Context: an optimization exercise on an open-source flow, tuned for small area, a short achievable clock period and few clock cycles per item. The choices shown serve that exercise and are no tape-out recipe. The RTL was checked by simulation tests, not by an equivalence proof against the original design. The flow treats the clock pin as an ideal source, which a real chip does not have. Power figures rest on the tool's default switching activity, not on a simulated workload.

// cache_2way
module cache_2way #(
	parameter int WIDTH = 128,
	parameter int DEPTH = 4,
	localparam int BYTES = WIDTH / 8
) (
	input  logic             clk,
	input  logic             reset,
	input  cache_pkg::addr_t addr,
	input  logic             read_write,
	input  logic             master_enable,
	input  logic [BYTES-1:0] byte_enable,
	input  logic [WIDTH-1:0] data_in,
	output logic [WIDTH-1:0] data_out,
	output logic             hit,
	output logic             mem_write_req,
	output cache_pkg::addr_t mem_write_addr,
	output logic [WIDTH-1:0] mem_write_data,
	input  logic             mem_write_ack,
	output logic             mem_read_req,
	output cache_pkg::addr_t mem_read_addr,
	input  logic [WIDTH-1:0] mem_read_data,
	input  logic             mem_read_ack
);
Size in the first run: about 1,400 flip-flops, ~57,000 sq um of cells after synthesis.
==> flow/config.mk <==
export PLATFORM = sky130hd
export DESIGN_NAME = cache_2way
export DESIGN_NICKNAME = cache_2way
export VERILOG_FILES = /design/flow/design.v
export SDC_FILE = /design/flow/constraint.sdc
export NUM_CORES = 4
export LEC_CHECK = 0
export CAP_MARGIN = 20
export CORE_MARGIN = 2
export CORE_UTILIZATION = 60
export SETUP_SLACK_MARGIN = 1.5
export SLEW_MARGIN = 20
export TNS_END_PERCENT = 5
==> flow/constraint.sdc <==
create_clock -name core_clock -period 5.5 [get_ports {clk}]
set_input_delay 1.1000 -clock core_clock [delete_from_list [all_inputs] [get_ports {clk}]]
set_output_delay 1.1000 -clock core_clock [all_outputs]
set_load 0.01 [all_outputs]
standard.sh (not shown) runs the stock make flow with config.mk's settings and CLKGATE_MAP_FILE= SYNTH_SCRIPT=/design/flow/synth_recipe.tcl, a recipe that flattens the netlist after the stock synthesis.
==> flow/flow/run.sh <==
#!/bin/bash
# The standard layout, with these changes made through ORFS's own variables
# and hooks:
# - ports are buffered with the smallest buffer (buf_1) rather than the
#   delay buffer buffer_ports picks by default; timing repair still sizes
#   them up where paths need it;
# - clock tree synthesis clusters more sinks per leaf buffer and inserts no
#   dummy loads;
# - after clock tree synthesis, a few more setup repair passes on the worst
#   paths (flow/post_cts.tcl).
# Each make run writes its full output to a log of its own here, besides
# ORFS's per-step logs under orfs/logs.
set -euo pipefail
export BUFFER_PORTS_ARGS="-buffer_cell sky130_fd_sc_hd__buf_1"
export CTS_ARGS="-sink_clustering_enable -repair_clock_nets -dont_use_dummy_load -sink_clustering_size 26 -sink_clustering_max_diameter 80"
export POST_CTS_TCL="$PWD/flow/post_cts.tcl"
bash standard.sh > standard.log 2>&1
==> flow/flow/post_cts.tcl <==
# Extra setup repair passes after clock tree synthesis, aimed at the worst
# paths only, then legalise the placement again.
estimate_parasitics -placement
for {set i 0} {$i < 3} {incr i} {
  repair_timing -setup -setup_margin 2.0 -repair_tns 0 -verbose
}
detailed_placement
check_placement -verbose
The starting point finished with timing, DRC and antenna clean.
Testbench counts at the start, summed over its fixed seeds: cycles 43,878, items 24,000.
Next try:
--- a/flow/flow/run.sh
+++ b/flow/flow/run.sh
@@ -15 +15 @@
-export CTS_ARGS="-sink_clustering_enable -repair_clock_nets -dont_use_dummy_load -sink_clustering_size 26 -sink_clustering_max_diameter 80"
+export CTS_ARGS="-sink_clustering_enable -repair_clock_nets -dont_use_dummy_load -sink_clustering_size 34 -sink_clustering_max_diameter 70"
--- a/flow/config.mk
+++ b/flow/config.mk
@@ -10 +10 @@
-export CORE_UTILIZATION = 60
+export CORE_UTILIZATION = 55
Via count is about the same.
Final area increases by about 1.5%.
Wire length increases by 2.9%.
Fmax increases by about 0.7%.
Sequential power barely changes.
Clock-buffer cell count increases by 9.
Power increases by 2.3%.
Next try:
==> flow/flow/run.sh (replaced) <==
#!/bin/bash
# The standard layout, with two changes made through ORFS's own variables:
# - ports are buffered with the smallest buffer (buf_1) rather than the
#   delay buffer buffer_ports picks by default; timing repair still sizes
#   them up where paths need it;
# - clock tree synthesis clusters more sinks per leaf buffer and inserts no
#   dummy loads.
# Each make run writes its full output to a log of its own here, besides
# ORFS's per-step logs under orfs/logs.
set -euo pipefail
export BUFFER_PORTS_ARGS="-buffer_cell sky130_fd_sc_hd__buf_1"
export CTS_ARGS="-sink_clustering_enable -repair_clock_nets -dont_use_dummy_load -sink_clustering_size 26 -sink_clustering_max_diameter 80"
bash standard.sh > standard.log 2>&1
removed: flow/flow/post_cts.tcl
Outcome: Count of clock-buffer cells in the layout came out lower by 9; final area fell slightly; die area stays the same; critical path depth grows by 1; setup slack degrades by 0.021 ns; maximum frequency falls slightly; clock power drops by a few percent; synthesized area stays the same; total power falls slightly; routed wire length is lower slightly; utilization is lower by 0.61 points.

========
The RTL this note starts from:
==> flow/design.v <==
`timescale 1ns/100ps
package cache_pkg;
	localparam int ADDR_W = 32;
	typedef logic [ADDR_W-1:0] addr_t;
	typedef enum logic {
		OP_WRITE = 1'b0,
		OP_READ  = 1'b1
	} cache_op_e;
	typedef enum logic [1:0] {
		IDLE,        
		WRITE_BACK,  
		FILL,        
		DONE         
	} ctrl_state_e;
endpackage
`timescale 1ns/100ps
`timescale 1ns/100ps
`timescale 1ns/100ps
module cache_2way #(
	parameter int WIDTH = 128,
	parameter int DEPTH = 4,
	localparam int BYTES = WIDTH / 8
) (
	input  logic             clk,
	input  logic             reset,
	input  cache_pkg::addr_t addr,
	input  logic             read_write,
	input  logic             master_enable,
	input  logic [BYTES-1:0] byte_enable,
	input  logic [WIDTH-1:0] data_in,
	output logic [WIDTH-1:0] data_out,
	output logic             hit,
	output logic             mem_write_req,
	output cache_pkg::addr_t mem_write_addr,
	output logic [WIDTH-1:0] mem_write_data,
	input  logic             mem_write_ack,
	output logic             mem_read_req,
	output cache_pkg::addr_t mem_read_addr,
	input  logic [WIDTH-1:0] mem_read_data,
	input  logic             mem_read_ack
);
	localparam int OFF_W = $clog2(BYTES);
	localparam int IDX_W = $clog2(DEPTH);
	localparam int TAG_W = cache_pkg::ADDR_W - OFF_W - IDX_W;
	logic [1:0][TAG_W-1:0] tags  [DEPTH];
	logic [1:0][WIDTH-1:0] lines [DEPTH];
	logic [DEPTH-1:0][1:0] valid;
	logic [DEPTH-1:0][1:0] dirty;
	logic                  wb_done;    
	logic                  fill_held;  
	logic [WIDTH-1:0]      fill_buf;
	logic [IDX_W-1:0]      idx;
	logic [TAG_W-1:0]      tag;
	logic                  is_write;
	logic [1:0]            set_dirty;
	logic [1:0][TAG_W-1:0] set_tag;
	logic [WIDTH-1:0]      lru_line;   
	logic [DEPTH-1:0][1:0] match;
	logic [DEPTH-1:0]      set_victim_dirty;
	logic [1:0]            slot_hit;
	logic                  lookup_hit;
	logic                  victim_dirty;
	logic                  fill_ok;
	logic                  wb_ok;
	logic                  commit;
	logic [IDX_W-1:0]      last_idx;   
	logic [WIDTH-1:0]      line_new;
	assign idx      = addr[OFF_W +: IDX_W];
	assign tag      = addr[cache_pkg::ADDR_W-1 -: TAG_W];
	assign is_write = (read_write == cache_pkg::OP_WRITE);
	assign set_dirty = dirty[idx];
	assign set_tag   = tags[idx];
	assign lru_line  = lines[idx][1];
	for (genvar s = 0; s < DEPTH; s++) begin : g_cmp
		for (genvar w = 0; w < 2; w++) begin : g_slot
			assign match[s][w] = valid[s][w] && (idx == s) && (tags[s][w] == tag);
		end
		assign set_victim_dirty[s] = (idx == s) && valid[s][1] && dirty[s][1];
	end
	always_comb begin
		slot_hit = '0;
		for (int s = 0; s < DEPTH; s++)
			slot_hit = slot_hit | match[s];
	end
	assign lookup_hit   = |slot_hit;
	assign victim_dirty = |set_victim_dirty;
	assign mem_write_req  = master_enable && !lookup_hit && victim_dirty && !wb_done;
	assign mem_write_addr = {set_tag[1], idx, {OFF_W{1'b0}}};
	assign mem_write_data = lru_line;
	assign mem_read_req   = master_enable && !lookup_hit && !fill_held;
	assign mem_read_addr  = {addr[cache_pkg::ADDR_W-1:OFF_W], {OFF_W{1'b0}}};
	assign fill_ok = fill_held || mem_read_ack;
	assign wb_ok   = !victim_dirty || wb_done || mem_write_ack;
	assign hit     = lookup_hit || (fill_ok && wb_ok);
	assign commit  = master_enable && hit;
	always_comb begin
		for (int b = 0; b < BYTES; b++) begin
			logic wbe;
			wbe = is_write && byte_enable[b];
			line_new[8*b +: 8] = ({8{!reset && wbe}} & data_in[8*b +: 8])
				| ({8{!reset && !wbe && slot_hit[1]}} & lru_line[8*b +: 8])
				| ({8{!reset && !wbe && !lookup_hit && !fill_held}} & mem_read_data[8*b +: 8])
				| ({8{!reset && !wbe && !lookup_hit && fill_held}} & fill_buf[8*b +: 8]);
		end
	end
	for (genvar s = 0; s < DEPTH; s++) begin : g_set
		logic              mru_we;  
		logic              lru_we;  
		logic [BYTES-1:0]  byte_we;
		assign mru_we = (commit && (idx == s)) || (reset && s == 0);
		assign lru_we = commit && (idx == s) && !slot_hit[0];
		for (genvar b = 0; b < BYTES; b++) begin : g_byte
			assign byte_we[b] = mru_we && (!slot_hit[0] || (is_write && byte_enable[b]) || reset);
			always_ff @(posedge clk) begin
				if (byte_we[b])
					lines[s][0][8*b +: 8] <= line_new[8*b +: 8];
			end
		end
		always_ff @(posedge clk) begin
			if (mru_we) begin
				tags[s][0]  <= tag;
				dirty[s][0] <= is_write || (|(slot_hit & set_dirty));
			end
			if (lru_we) begin
				lines[s][1] <= lines[s][0];
				tags[s][1]  <= tags[s][0];
				dirty[s][1] <= dirty[s][0];
			end
		end
		always_ff @(posedge clk) begin
			if (reset) begin
				valid[s] <= '0;
			end else begin
				if (mru_we)
					valid[s][0] <= 1'b1;
				if (lru_we)
					valid[s][1] <= valid[s][0];
			end
		end
	end
	always_ff @(posedge clk) begin
		if (mem_read_ack)
			fill_buf <= mem_read_data;
	end
	always_ff @(posedge clk) begin
		if (reset || commit) begin
			wb_done   <= 1'b0;
			fill_held <= 1'b0;
		end else begin
			if (mem_write_req && mem_write_ack)
				wb_done <= 1'b1;
			if (mem_read_req && mem_read_ack)
				fill_held <= 1'b1;
		end
	end
	always_ff @(posedge clk) begin
		if (reset)
			last_idx <= '0;
		else if (commit)
			last_idx <= idx;
	end
	assign data_out = lines[last_idx][0];
endmodule
==> flow/config.mk <==
export PLATFORM = sky130hd
export DESIGN_NAME = cache_2way
export DESIGN_NICKNAME = cache_2way
export VERILOG_FILES = /design/flow/design.v
export SDC_FILE = /design/flow/constraint.sdc
export NUM_CORES = 4
export LEC_CHECK = 0
export CAP_MARGIN = 20
export CORE_MARGIN = 2
export CORE_UTILIZATION = 55
export SETUP_SLACK_MARGIN = 1.5
export SLEW_MARGIN = 20
export TNS_END_PERCENT = 5
==> flow/constraint.sdc <==
create_clock -name core_clock -period 5.5 [get_ports {clk}]
set_input_delay 1.1000 -clock core_clock [delete_from_list [all_inputs] [get_ports {clk}]]
set_output_delay 1.1000 -clock core_clock [all_outputs]
set_load 0.01 [all_outputs]
==> flow/flow/run.sh <==
#!/bin/bash
# The standard layout, with these changes made through ORFS's own variables
# and hooks:
# - ports are buffered with the smallest buffer (buf_1) rather than the
#   delay buffer buffer_ports picks by default; timing repair still sizes
#   them up where paths need it;
# - clock tree synthesis clusters more sinks per leaf buffer and inserts no
#   dummy loads;
# - after clock tree synthesis, a few more setup repair passes on the worst
#   paths (flow/post_cts.tcl).
# Each make run writes its full output to a log of its own here, besides
# ORFS's per-step logs under orfs/logs.
set -euo pipefail
export BUFFER_PORTS_ARGS="-buffer_cell sky130_fd_sc_hd__buf_1"
export CTS_ARGS="-sink_clustering_enable -repair_clock_nets -dont_use_dummy_load -sink_clustering_size 26 -sink_clustering_max_diameter 80"
export POST_CTS_TCL="$PWD/flow/post_cts.tcl"
bash standard.sh > standard.log 2>&1
==> flow/flow/post_cts.tcl <==
# Extra setup repair passes after clock tree synthesis, aimed at the worst
# paths only, then legalise the placement again.
estimate_parasitics -placement
for {set i 0} {$i < 3} {incr i} {
  repair_timing -setup -setup_margin 2.0 -repair_tns 0 -verbose
}
detailed_placement
check_placement -verbose
The starting point completed without violations.
Testbench counts at the start, summed over its fixed seeds: cycles 43,878, items 24,000.
==> next run, changes <==
--- a/flow/flow/run.sh
+++ b/flow/flow/run.sh
@@ -2,2 +2 @@
-# The standard layout, with these changes made through ORFS's own variables
-# and hooks:
+# The standard layout, with two changes made through ORFS's own variables:
What happened: Via count is unchanged. Routed wire length does not change. Non-clock buffer count does not change. Clock skew stays the same. Cell count is unchanged. Core utilization stays the same. Critical path depth is unchanged.
==> next run, changes <==
--- a/flow/flow/run.sh
+++ b/flow/flow/run.sh
@@ -2 +2,2 @@
-# The standard layout, with two changes made through ORFS's own variables:
+# The standard layout, with these changes made through ORFS's own variables
+# and hooks:
--- a/flow/flow/post_cts.tcl
+++ b/flow/flow/post_cts.tcl
@@ -5 +5 @@
-  repair_timing -setup -setup_margin 2.0 -repair_tns 0 -verbose
+  repair_timing -setup -setup_margin 2.5 -repair_tns 0 -verbose
Settings changed: SETUP_SLACK_MARGIN 1.5 to 2.0.
What happened: The changed run ran to the end with no violations; synthesized cell count does not change; via count climbs slightly; design area is about the same; worst hold slack stays flat; combinational power went up by a few percent; global-route usage rises by 0.24 points; power falls slightly; maximum frequency shrinks slightly.
==> next run, changes <==
--- a/flow/flow/post_cts.tcl
+++ b/flow/flow/post_cts.tcl
@@ -5 +5 @@
-  repair_timing -setup -setup_margin 2.5 -repair_tns 0 -verbose
+  repair_timing -setup -setup_margin 2.0 -repair_tns 0 -verbose
Settings changed: CAP_MARGIN 20 to 5, SETUP_SLACK_MARGIN 2.0 to 1.5, SLEW_MARGIN 20 to 5.
- synthesized cell count is unchanged
- worst setup slack improves by 27 ps
- cell count hardly moves
- flip-flop and latch count stays the same
- routed wire length falls slightly
- core utilization falls by 0.15 points
- combinational power falls by a few percent

[static timing again, ports no longer ideal]
The results above use ideal ports. As a check the final layouts listed here were re-extracted and re-timed, cells and wires unchanged.
Step 1 (the two cells are an assumption about what drives the block):
set clk [get_ports {clk}]
set_driving_cell -lib_cell sky130_fd_sc_hd__clkbuf_16 $clk
set_driving_cell -lib_cell sky130_fd_sc_hd__buf_2 [delete_from_list [all_inputs] $clk]
Step 2 times the ports against the registers' clock, not the clock port: input delays grow and output delays shrink by t, the midpoint of the rising clock arrivals with the driver on.
a / b / c = no drivers / after step 1 / after step 2; a / b = the first two.
run	shift t [ns]	setup WS [ns]	cell pins on the clock port's net
the first run of note 1	0.711	1.436 / 1.407 / 0.904	1
the second run of note 1	0.718	1.464 / 1.305 / 0.907	1
the third run of note 1	0.714	1.443 / 1.223 / 0.855	1
the first run of note 2	0.716	1.499 / 1.309 / 0.978	1
the second run of note 2	0.716	1.499 / 1.309 / 0.978	1
the third run of note 2	0.770	1.472 / 1.426 / 1.089	1
the fourth run of note 2	0.716	1.499 / 1.309 / 0.978	1
After both steps setup and hold are still met in every run listed. The setup slack of the third run of note 1, which loses most, moves by -0.220 ns with the drivers and by -0.588 ns with both steps.
